This is an optimization exercise on Yosys and OpenROAD, whose aim is small area and a short achievable clock period, not a production implementation. At most, simulation tests tie the RTL to the original design; equivalence was not proved. No activity file was given, so power comes from the tool's default toggle rates.

==> flow/design.v <==
package sram_arb_pkg;
  localparam int DEF_DATA_W = 8;
  localparam int DEF_ADDR_W = 8;
  localparam int DEF_NCH    = 2;
  localparam int DEF_RD_LAT = 1;
  localparam int MAX_NCH    = 8;
  typedef logic [$clog2(MAX_NCH)-1:0] ch_id_t;
endpackage
module rr_arbiter
#(
  parameter int NCH = sram_arb_pkg::DEF_NCH
) (
  input  logic           clk,
  input  logic           rst,
  input  logic [NCH-1:0] req,
  output logic [NCH-1:0] gnt,
  output logic [NCH-1:0] gnt_int
);
  logic [NCH*NCH-1:0] behind;
  rr_grant #(.NCH(NCH)) u_gnt_port (
    .rst    (rst),
    .req    (req),
    .behind (behind),
    .gnt    (gnt)
  );
  rr_grant #(.NCH(NCH)) u_gnt_int (
    .rst    (rst),
    .req    (req),
    .behind (behind),
    .gnt    (gnt_int)
  );
  always_ff @(posedge clk or posedge rst) begin
    if (rst) begin
      behind <= '0;
    end else if (|gnt_int) begin
      for (int i = 0; i < NCH; i++) begin
        for (int j = i + 1; j < NCH; j++) begin
          behind[i*NCH + j] <= |(gnt_int & (((NCH)'(1) << j) - ((NCH)'(1) << i)));
        end
      end
    end
  end
endmodule
module rr_grant
#(
  parameter int NCH = sram_arb_pkg::DEF_NCH
) (
  input  logic           rst,
  input  logic [NCH-1:0] req,
  input  logic [NCH*NCH-1:0] behind,
  output logic [NCH-1:0] gnt
);
  logic [NCH-1:0] blocked;
  always_comb begin
    for (int i = 0; i < NCH; i++) begin
      blocked[i] = 1'b0;
      for (int j = 0; j < NCH; j++) begin
        if (j < i) blocked[i] = blocked[i] | (req[j] & ~behind[j*NCH + i]);
        if (j > i) blocked[i] = blocked[i] | (req[j] &  behind[i*NCH + j]);
      end
      gnt[i] = req[i] & ~blocked[i] & ~rst;
    end
  end
endmodule
module sram_arb
#(
  parameter int DATA_W = sram_arb_pkg::DEF_DATA_W,
  parameter int ADDR_W = sram_arb_pkg::DEF_ADDR_W,
  parameter int NCH    = sram_arb_pkg::DEF_NCH,
  parameter int RD_LAT = sram_arb_pkg::DEF_RD_LAT
) (
  input  logic                  clk,
  input  logic                  rst,
  input  logic [NCH-1:0]        en,
  input  logic [NCH-1:0]        wr,
  input  logic [NCH*DATA_W-1:0] wr_data,
  input  logic [NCH*ADDR_W-1:0] addr,
  output logic [NCH-1:0]        gnt,
  output logic [NCH-1:0]        rd_valid,
  output logic [DATA_W-1:0]     rd_data
);
  localparam int DEPTH = 2 ** ADDR_W;
  logic [ADDR_W-1:0] sel_addr;
  logic [DATA_W-1:0] sel_wdata;
  localparam int LO_W = ADDR_W / 2;
  localparam int HI_W = ADDR_W - LO_W;
  logic [2**LO_W-1:0] sel_lo;
  logic [2**HI_W-1:0] sel_hi;
  logic [2**LO_W-1:0] req_lo;
  logic [2**HI_W-1:0] req_hi;
  logic [DATA_W-1:0] req_wdata;
  logic              req_we;
  logic [NCH-1:0]    rd_v0;
  logic [NCH-1:0]    rd_v1;
  logic [DATA_W-1:0] mem [DEPTH];
  logic [DEPTH-1:0]  row;
  logic [NCH-1:0]    gnt_int;
  localparam int PART = 48;
  localparam int NP   = (DEPTH + PART - 1) / PART;
  function automatic int PART_N(input int p);
    PART_N = DEPTH - p * PART;
    if (PART_N > PART) PART_N = PART;
  endfunction
  logic [DATA_W*NP-1:0] rd_part;
  logic [DATA_W*NP-1:0] rd_q;
  rr_arbiter #(.NCH(NCH)) u_arb (
    .clk (clk),
    .rst (rst),
    .req (en),
    .gnt     (gnt),
    .gnt_int (gnt_int)
  );
  always_comb begin
    sel_addr  = '0;
    sel_wdata = '0;
    for (int i = 0; i < NCH; i++) begin
      sel_addr  = sel_addr  | ({ADDR_W{gnt_int[i]}} & addr[i*ADDR_W +: ADDR_W]);
      sel_wdata = sel_wdata | ({DATA_W{gnt_int[i]}} & wr_data[i*DATA_W +: DATA_W]);
    end
  end
  always_comb begin
    for (int k = 0; k < 2**LO_W; k++) sel_lo[k] = (sel_addr[LO_W-1:0] == LO_W'(k));
    for (int k = 0; k < 2**HI_W; k++) sel_hi[k] = (sel_addr[ADDR_W-1:LO_W] == HI_W'(k));
  end
  always_ff @(posedge clk) begin
    req_lo    <= sel_lo;
    req_hi    <= sel_hi;
    req_wdata <= sel_wdata;
    req_we    <= |(gnt_int & wr);
  end
  always_ff @(posedge clk or posedge rst) begin
    if (rst) begin
      rd_v0 <= '0;
      rd_v1 <= '0;
    end else begin
      rd_v0 <= gnt_int & ~wr;
      rd_v1 <= rd_v0;
    end
  end
  always_comb begin
    for (int r = 0; r < DEPTH; r++) row[r] = req_hi[r >> LO_W] & req_lo[r % (2**LO_W)];
  end
  always_ff @(posedge clk) begin
    for (int r = 0; r < DEPTH; r++) begin
      if (req_we && row[r]) mem[r] <= req_wdata;
    end
  end
  for (genvar b = 0; b < DATA_W; b++) begin : g_rd
    logic [DEPTH-1:0] col;
    always_comb begin
      for (int r = 0; r < DEPTH; r++) col[r] = mem[r][b];
    end
    for (genvar p = 0; p < NP; p++) begin : g_part
      sram_arb_rdmux #(.N(PART_N(p))) u_mux (
        .sel  (row[p*PART +: PART_N(p)]),
        .d    (col[p*PART +: PART_N(p)]),
        .y_n  (rd_part[b*NP + p])
      );
    end
    assign rd_data[b] = ~&rd_q[b*NP +: NP];
  end
  always_ff @(posedge clk) rd_q <= rd_part;
  assign rd_valid = rd_v1;
endmodule
module sram_arb_rdmux
#(
  parameter int N = 3
) (
  input  logic [N-1:0] sel,
  input  logic [N-1:0] d,
  output logic         y_n
);
  localparam int NG = (N + 2) / 3;
  logic [NG-1:0] grp_n;
  for (genvar g = 0; g < NG; g++) begin : g_grp
    if (3 * g + 2 < N) begin : g_3
      sram_arb_aoi222 u_aoi (
        .a (sel[3*g +: 3]),
        .b (d[3*g +: 3]),
        .y (grp_n[g])
      );
    end else if (3 * g + 1 < N) begin : g_2
      sram_arb_aoi22 u_aoi (
        .a (sel[3*g +: 2]),
        .b (d[3*g +: 2]),
        .y (grp_n[g])
      );
    end else begin : g_1
      assign grp_n[g] = ~(sel[3*g] & d[3*g]);
    end
  end
  assign y_n = &grp_n;
endmodule
module sram_arb_aoi222 (
  input  logic [2:0] a,
  input  logic [2:0] b,
  output logic       y
);
  assign y = ~|(a & b);
endmodule
module sram_arb_aoi22 (
  input  logic [1:0] a,
  input  logic [1:0] b,
  output logic       y
);
  assign y = ~|(a & b);
endmodule
module sram_arb_top (
  input  logic         clk,
  input  logic         rst,
  input  logic [3:0]   en,
  input  logic [3:0]   wr,
  input  logic [127:0] wr_data,
  input  logic [27:0]  addr,
  output logic [3:0]   gnt,
  output logic [3:0]   rd_valid,
  output logic [31:0]  rd_data
);
  sram_arb #(.DATA_W(32), .ADDR_W(7), .NCH(4), .RD_LAT(2)) u_sram_arb (
    .clk      (clk),
    .rst      (rst),
    .en       (en),
    .wr       (wr),
    .wr_data  (wr_data),
    .addr     (addr),
    .gnt      (gnt),
    .rd_valid (rd_valid),
    .rd_data  (rd_data)
  );
endmodule
==> flow/config.mk <==
export PLATFORM = sky130hd
export DESIGN_NAME = sram_arb_top
export DESIGN_NICKNAME = sram_arb_top
export VERILOG_FILES = /design/flow/design.v
export SDC_FILE = /design/flow/constraint.sdc
export NUM_CORES = 4
export LEC_CHECK = 0
export CAP_MARGIN = 20
export CORE_MARGIN = 2
export CORE_UTILIZATION = 65
export CTS_BUF_LIST = sky130_fd_sc_hd__clkbuf_8 sky130_fd_sc_hd__clkbuf_16
export CTS_CLUSTER_DIAMETER = 80
export CTS_CLUSTER_SIZE = 24
export PLACE_DENSITY = 0.75
export SETUP_SLACK_MARGIN = 3.2
export SLEW_MARGIN = 20
export SYNTH_HIERARCHICAL = 1
export SYNTH_MINIMUM_KEEP_SIZE = 0
==> flow/constraint.sdc <==
create_clock -name core_clock -period 6.3 [get_ports {clk}]
set_input_delay 1.2600 -clock core_clock [delete_from_list [all_inputs] [get_ports {clk}]]
set_output_delay 1.2600 -clock core_clock [all_outputs]
set_load 0.01 [all_outputs]
run.sh (not shown) runs the stock make flow with config.mk's settings and CLKGATE_MAP_FILE= SYNTH_SCRIPT=/design/flow/synth_recipe.tcl, a recipe that flattens the netlist after the stock synthesis.
Next try:
- CORE_UTILIZATION: 65 -> 75
- PLACE_DENSITY: 0.75 -> 0.84
The changed run produced a clean layout.
Global-route usage increases by 7.6 points.
Flip-flop and latch count is unchanged.
Non-clock buffer count increases by 5.
Power increases slightly.
Final area decreases slightly.
Next try:
==> flow/flow/run.sh (new file) <==
#!/bin/bash
# The standard layout, with the port buffers made from buf_2 cells and
# non-critical gates downsized after global routing.
set -euo pipefail
bash standard.sh \
  BUFFER_PORTS_ARGS="-buffer_cell sky130_fd_sc_hd__buf_2" \
  RECOVER_POWER=100 \
  finish > standard_flow.log 2>&1
==> flow/standard.sh (new file) <==
#!/bin/bash
# synth_recipe.tcl (not shown) runs the flow's synth.tcl, then flattens the netlist and writes it again
# the make line also repeats each setting of config.mk as NAME=value (left out here)
make -C /OpenROAD-flow-scripts/flow DESIGN_CONFIG=/design/flow/config.mk WORK_HOME=/design/flow/orfs CLKGATE_MAP_FILE= SYNTH_SCRIPT=/design/flow/synth_recipe.tcl "${@:-finish}"
- CORE_UTILIZATION: 75 -> 65
- PLACE_DENSITY: 0.84 -> 0.75
removed: flow/run.sh
=> The new run completed and failed the layout checks on capacitance limit, slew limit. Critical path depth went down by 4. Clock power hardly moves. Combinational power went down by about a fifth. Synthesized cell count does not change. Total power went down slightly. Global-route usage went down by 7.7 points. First-iteration DRC count went down by about a fifth.
Next try:
==> flow/run.sh (new file) <==
#!/bin/bash
# synth_recipe.tcl (not shown) runs the flow's synth.tcl, then flattens the netlist and writes it again
# the make line also repeats each setting of config.mk as NAME=value (left out here)
make -C /OpenROAD-flow-scripts/flow DESIGN_CONFIG=/design/flow/config.mk WORK_HOME=/design/flow/orfs CLKGATE_MAP_FILE= SYNTH_SCRIPT=/design/flow/synth_recipe.tcl finish
- PLACE_DENSITY: 0.75 -> 0.65
- SETUP_SLACK_MARGIN: 3.2 -> 3.3
removed: flow/flow/run.sh
removed: flow/standard.sh
=>
- With this change the flow went through all stages and came out clean
- synthesized area stays the same
- core utilization went up by 0.89 points
- sequential share of layout area falls by 0.80 points
- routed wire length went up by 2.5%
- sequential cell count is unchanged
- power stays flat
- register-to-register slack is better by 1.9 ns
- clock power barely changes
- die area does not change
- final area went up by 1.3%
- clock-buffer cell count decreases by 4


Setup of build 36:
// sram_arb_top: RTL as listed in full above, without the edits since
==> flow/config.mk <==
export PLATFORM = sky130hd
export DESIGN_NAME = sram_arb_top
export DESIGN_NICKNAME = sram_arb_top
export VERILOG_FILES = /design/flow/design.v
export SDC_FILE = /design/flow/constraint.sdc
export NUM_CORES = 4
export LEC_CHECK = 0
export CAP_MARGIN = 20
export CORE_MARGIN = 2
export CORE_UTILIZATION = 65
export CTS_BUF_LIST = sky130_fd_sc_hd__clkbuf_8 sky130_fd_sc_hd__clkbuf_16
export CTS_CLUSTER_DIAMETER = 90
export CTS_CLUSTER_SIZE = 28
export PLACE_DENSITY = 0.75
export SETUP_SLACK_MARGIN = 3.0
export SLEW_MARGIN = 20
export SYNTH_HIERARCHICAL = 1
export SYNTH_MINIMUM_KEEP_SIZE = 0
==> flow/constraint.sdc <==
create_clock -name core_clock -period 6.3 [get_ports {clk}]
set_input_delay 1.2600 -clock core_clock [delete_from_list [all_inputs] [get_ports {clk}]]
set_output_delay 1.2600 -clock core_clock [all_outputs]
set_load 0.01 [all_outputs]
Stock flow here: none of the scripts above is used.
Build 36 completed end to end with timing, DRC and antenna clean.
For build 37, these inputs were changed with respect to build 36:
- a change of SETUP_SLACK_MARGIN from 3.0 to 3.2
==> comparison <==
Comparing build 37 and build 36, the lower buffering stage count on the worst path with inverters included is on build 36.
Build 37 against build 36: via count was more or less identical; final worst setup slack went up by 0.058 ns; data required time of the worst path went down by 1.76 ns.
met4 as the uppermost signal routing layer after detailed routing was reported by build 37, and met5 by build 36.
Setup changes, build 37 to build 82
- SETUP_SLACK_MARGIN: 3.2 -> 3.5
- CTS_CLUSTER_SIZE: 28 -> 24
- CTS_CLUSTER_DIAMETER: 90 -> 80
==> comparison <==
- Build 82 went all the way through the flow, and no timing, DRC or antenna check failed.
- Build 37 -> build 82: number of failing hold endpoints at the final stage delta 0, exact match
- Total met2 wirelength after detailed routing, build 37 and build 82, higher one = build 82.
- Diff build 37 -> build 82: first-pass GRT wire length has increased; logic depth of the worst register-to-register path has increased.


Another version of the RTL of sram_arb_top (not shown whole).
For scale: about 6600 cells after synthesis, ~4200 flip-flops.
Settings: LEC_CHECK=0, CAP_MARGIN=20, CORE_MARGIN=2, CORE_UTILIZATION=65, CTS_BUF_LIST=sky130_fd_sc_hd__clkbuf_4 sky130_fd_sc_hd__clkbuf_8, PLACE_DENSITY=0.75, SETUP_SLACK_MARGIN=0.2, SLEW_MARGIN=20, SYNTH_HIERARCHICAL=1, SYNTH_MINIMUM_KEEP_SIZE=0; clock period 6.3 ns.
The baseline produced a clean layout.
Rerun with:
Settings changed: CTS_BUF_LIST sky130_fd_sc_hd__clkbuf_4 sky130_fd_sc_hd__clkbuf_8 to sky130_fd_sc_hd__clkbuf_8 sky130_fd_sc_hd__clkbuf_16, CTS_CLUSTER_DIAMETER set to 100, CTS_CLUSTER_SIZE set to 30, SETUP_SLACK_MARGIN 0.2 to 3.0.
Effect: Flip-flop and latch count is unchanged; synthesized cell count is unchanged; core utilization shrinks by 2.1 points; setup slack gets better by 1.3 ns; wire length grows by about 0.8%; final area shrinks by about 2.8%; fmax grows by about 36%; sequential share of layout area grows by 2.2 points; worst hold slack gets better by 0.014 ns; final cell count shrinks by about 6%; via count shrinks by 2.0%.
No run of this note included a check of the RTL's function; only the layout flow was run.


sram_arb_top, a different RTL version from the one above (not shown whole).
Size: about 210 I/O pins.
make LEC_CHECK=0 CAP_MARGIN=20 CORE_MARGIN=2 CORE_UTILIZATION=65 CTS_BUF_LIST='sky130_fd_sc_hd__clkbuf_8 sky130_fd_sc_hd__clkbuf_16' CTS_CLUSTER_DIAMETER=100 CTS_CLUSTER_SIZE=30 PLACE_DENSITY=0.75 SETUP_SLACK_MARGIN=3.0 SLEW_MARGIN=20 SYNTH_HIERARCHICAL=1 SYNTH_MINIMUM_KEEP_SIZE=0 finish   # period 6.3 ns
==> next run, changes <==
CTS_CLUSTER_DIAMETER = 80   (was 100)
CTS_CLUSTER_SIZE = 24   (was 30)
SETUP_SLACK_MARGIN = 3.5   (was 3.0)
Outcome: Sequential share of layout area shrinks by 2.6 points. Wire length came out higher by 6.3%. Clock-buffer cell count grows by 36. Design area rises by 3.4%. Cell count rises by 2.7%.

==> what the ideal ports hide <==
In the flow no input, the clock included, has a driving cell. The finished layouts below were timed again as built, in two steps.
Step 1: set_driving_cell puts a clkbuf_16 on clk and a buf_2 on each other input, an assumption about the parent block.
Step 2 adds t to the input delays and takes it off the output delays; t is the mean of the earliest and latest rising clock arrival at the registers after step 1. Input paths then give back, and output paths get back, about the clock's delay inside the block.
Three values: ideal, step 1, step 2; two values: the first two.
run	shift t [ns]	setup WS [ns]	clock arrival spread, ns	worst slew at a driven data input, ns
the first run of note 1	0.961	2.995 / 2.949 / 2.855	0.070 / 0.070	0.09
the second run of note 1	0.986	3.033 / 2.988 / 2.531	0.062 / 0.062	0.07
the third run of note 1	0.994	1.389 / 1.389 / 0.673	0.056 / 0.056	0.07
the fourth run of note 1	0.979	2.970 / 2.895 / 2.895	0.033 / 0.034	0.10
build 36	0.958	2.929 / 2.911 / 2.912	0.071 / 0.071	0.09
build 37	0.963	2.986 / 2.940 / 2.835	0.071 / 0.072	0.09
build 82	0.978	2.976 / 2.915 / 2.746	0.042 / 0.042	0.08
the first run of note 3	1.173	1.361 / 1.361 / 1.361	0.108 / 0.109	0.15
the second run of note 3	0.958	2.659 / 2.659 / 2.659	0.060 / 0.059	0.14
the first run of note 4	0.975	2.857 / 2.755 / 2.121	0.063 / 0.062	0.27
the second run of note 4	0.956	2.964 / 2.903 / 2.336	0.099 / 0.099	0.24
The setup slack of the first run of note 4, which loses most, moves by -0.102 ns with the drivers and by -0.736 ns with both steps.
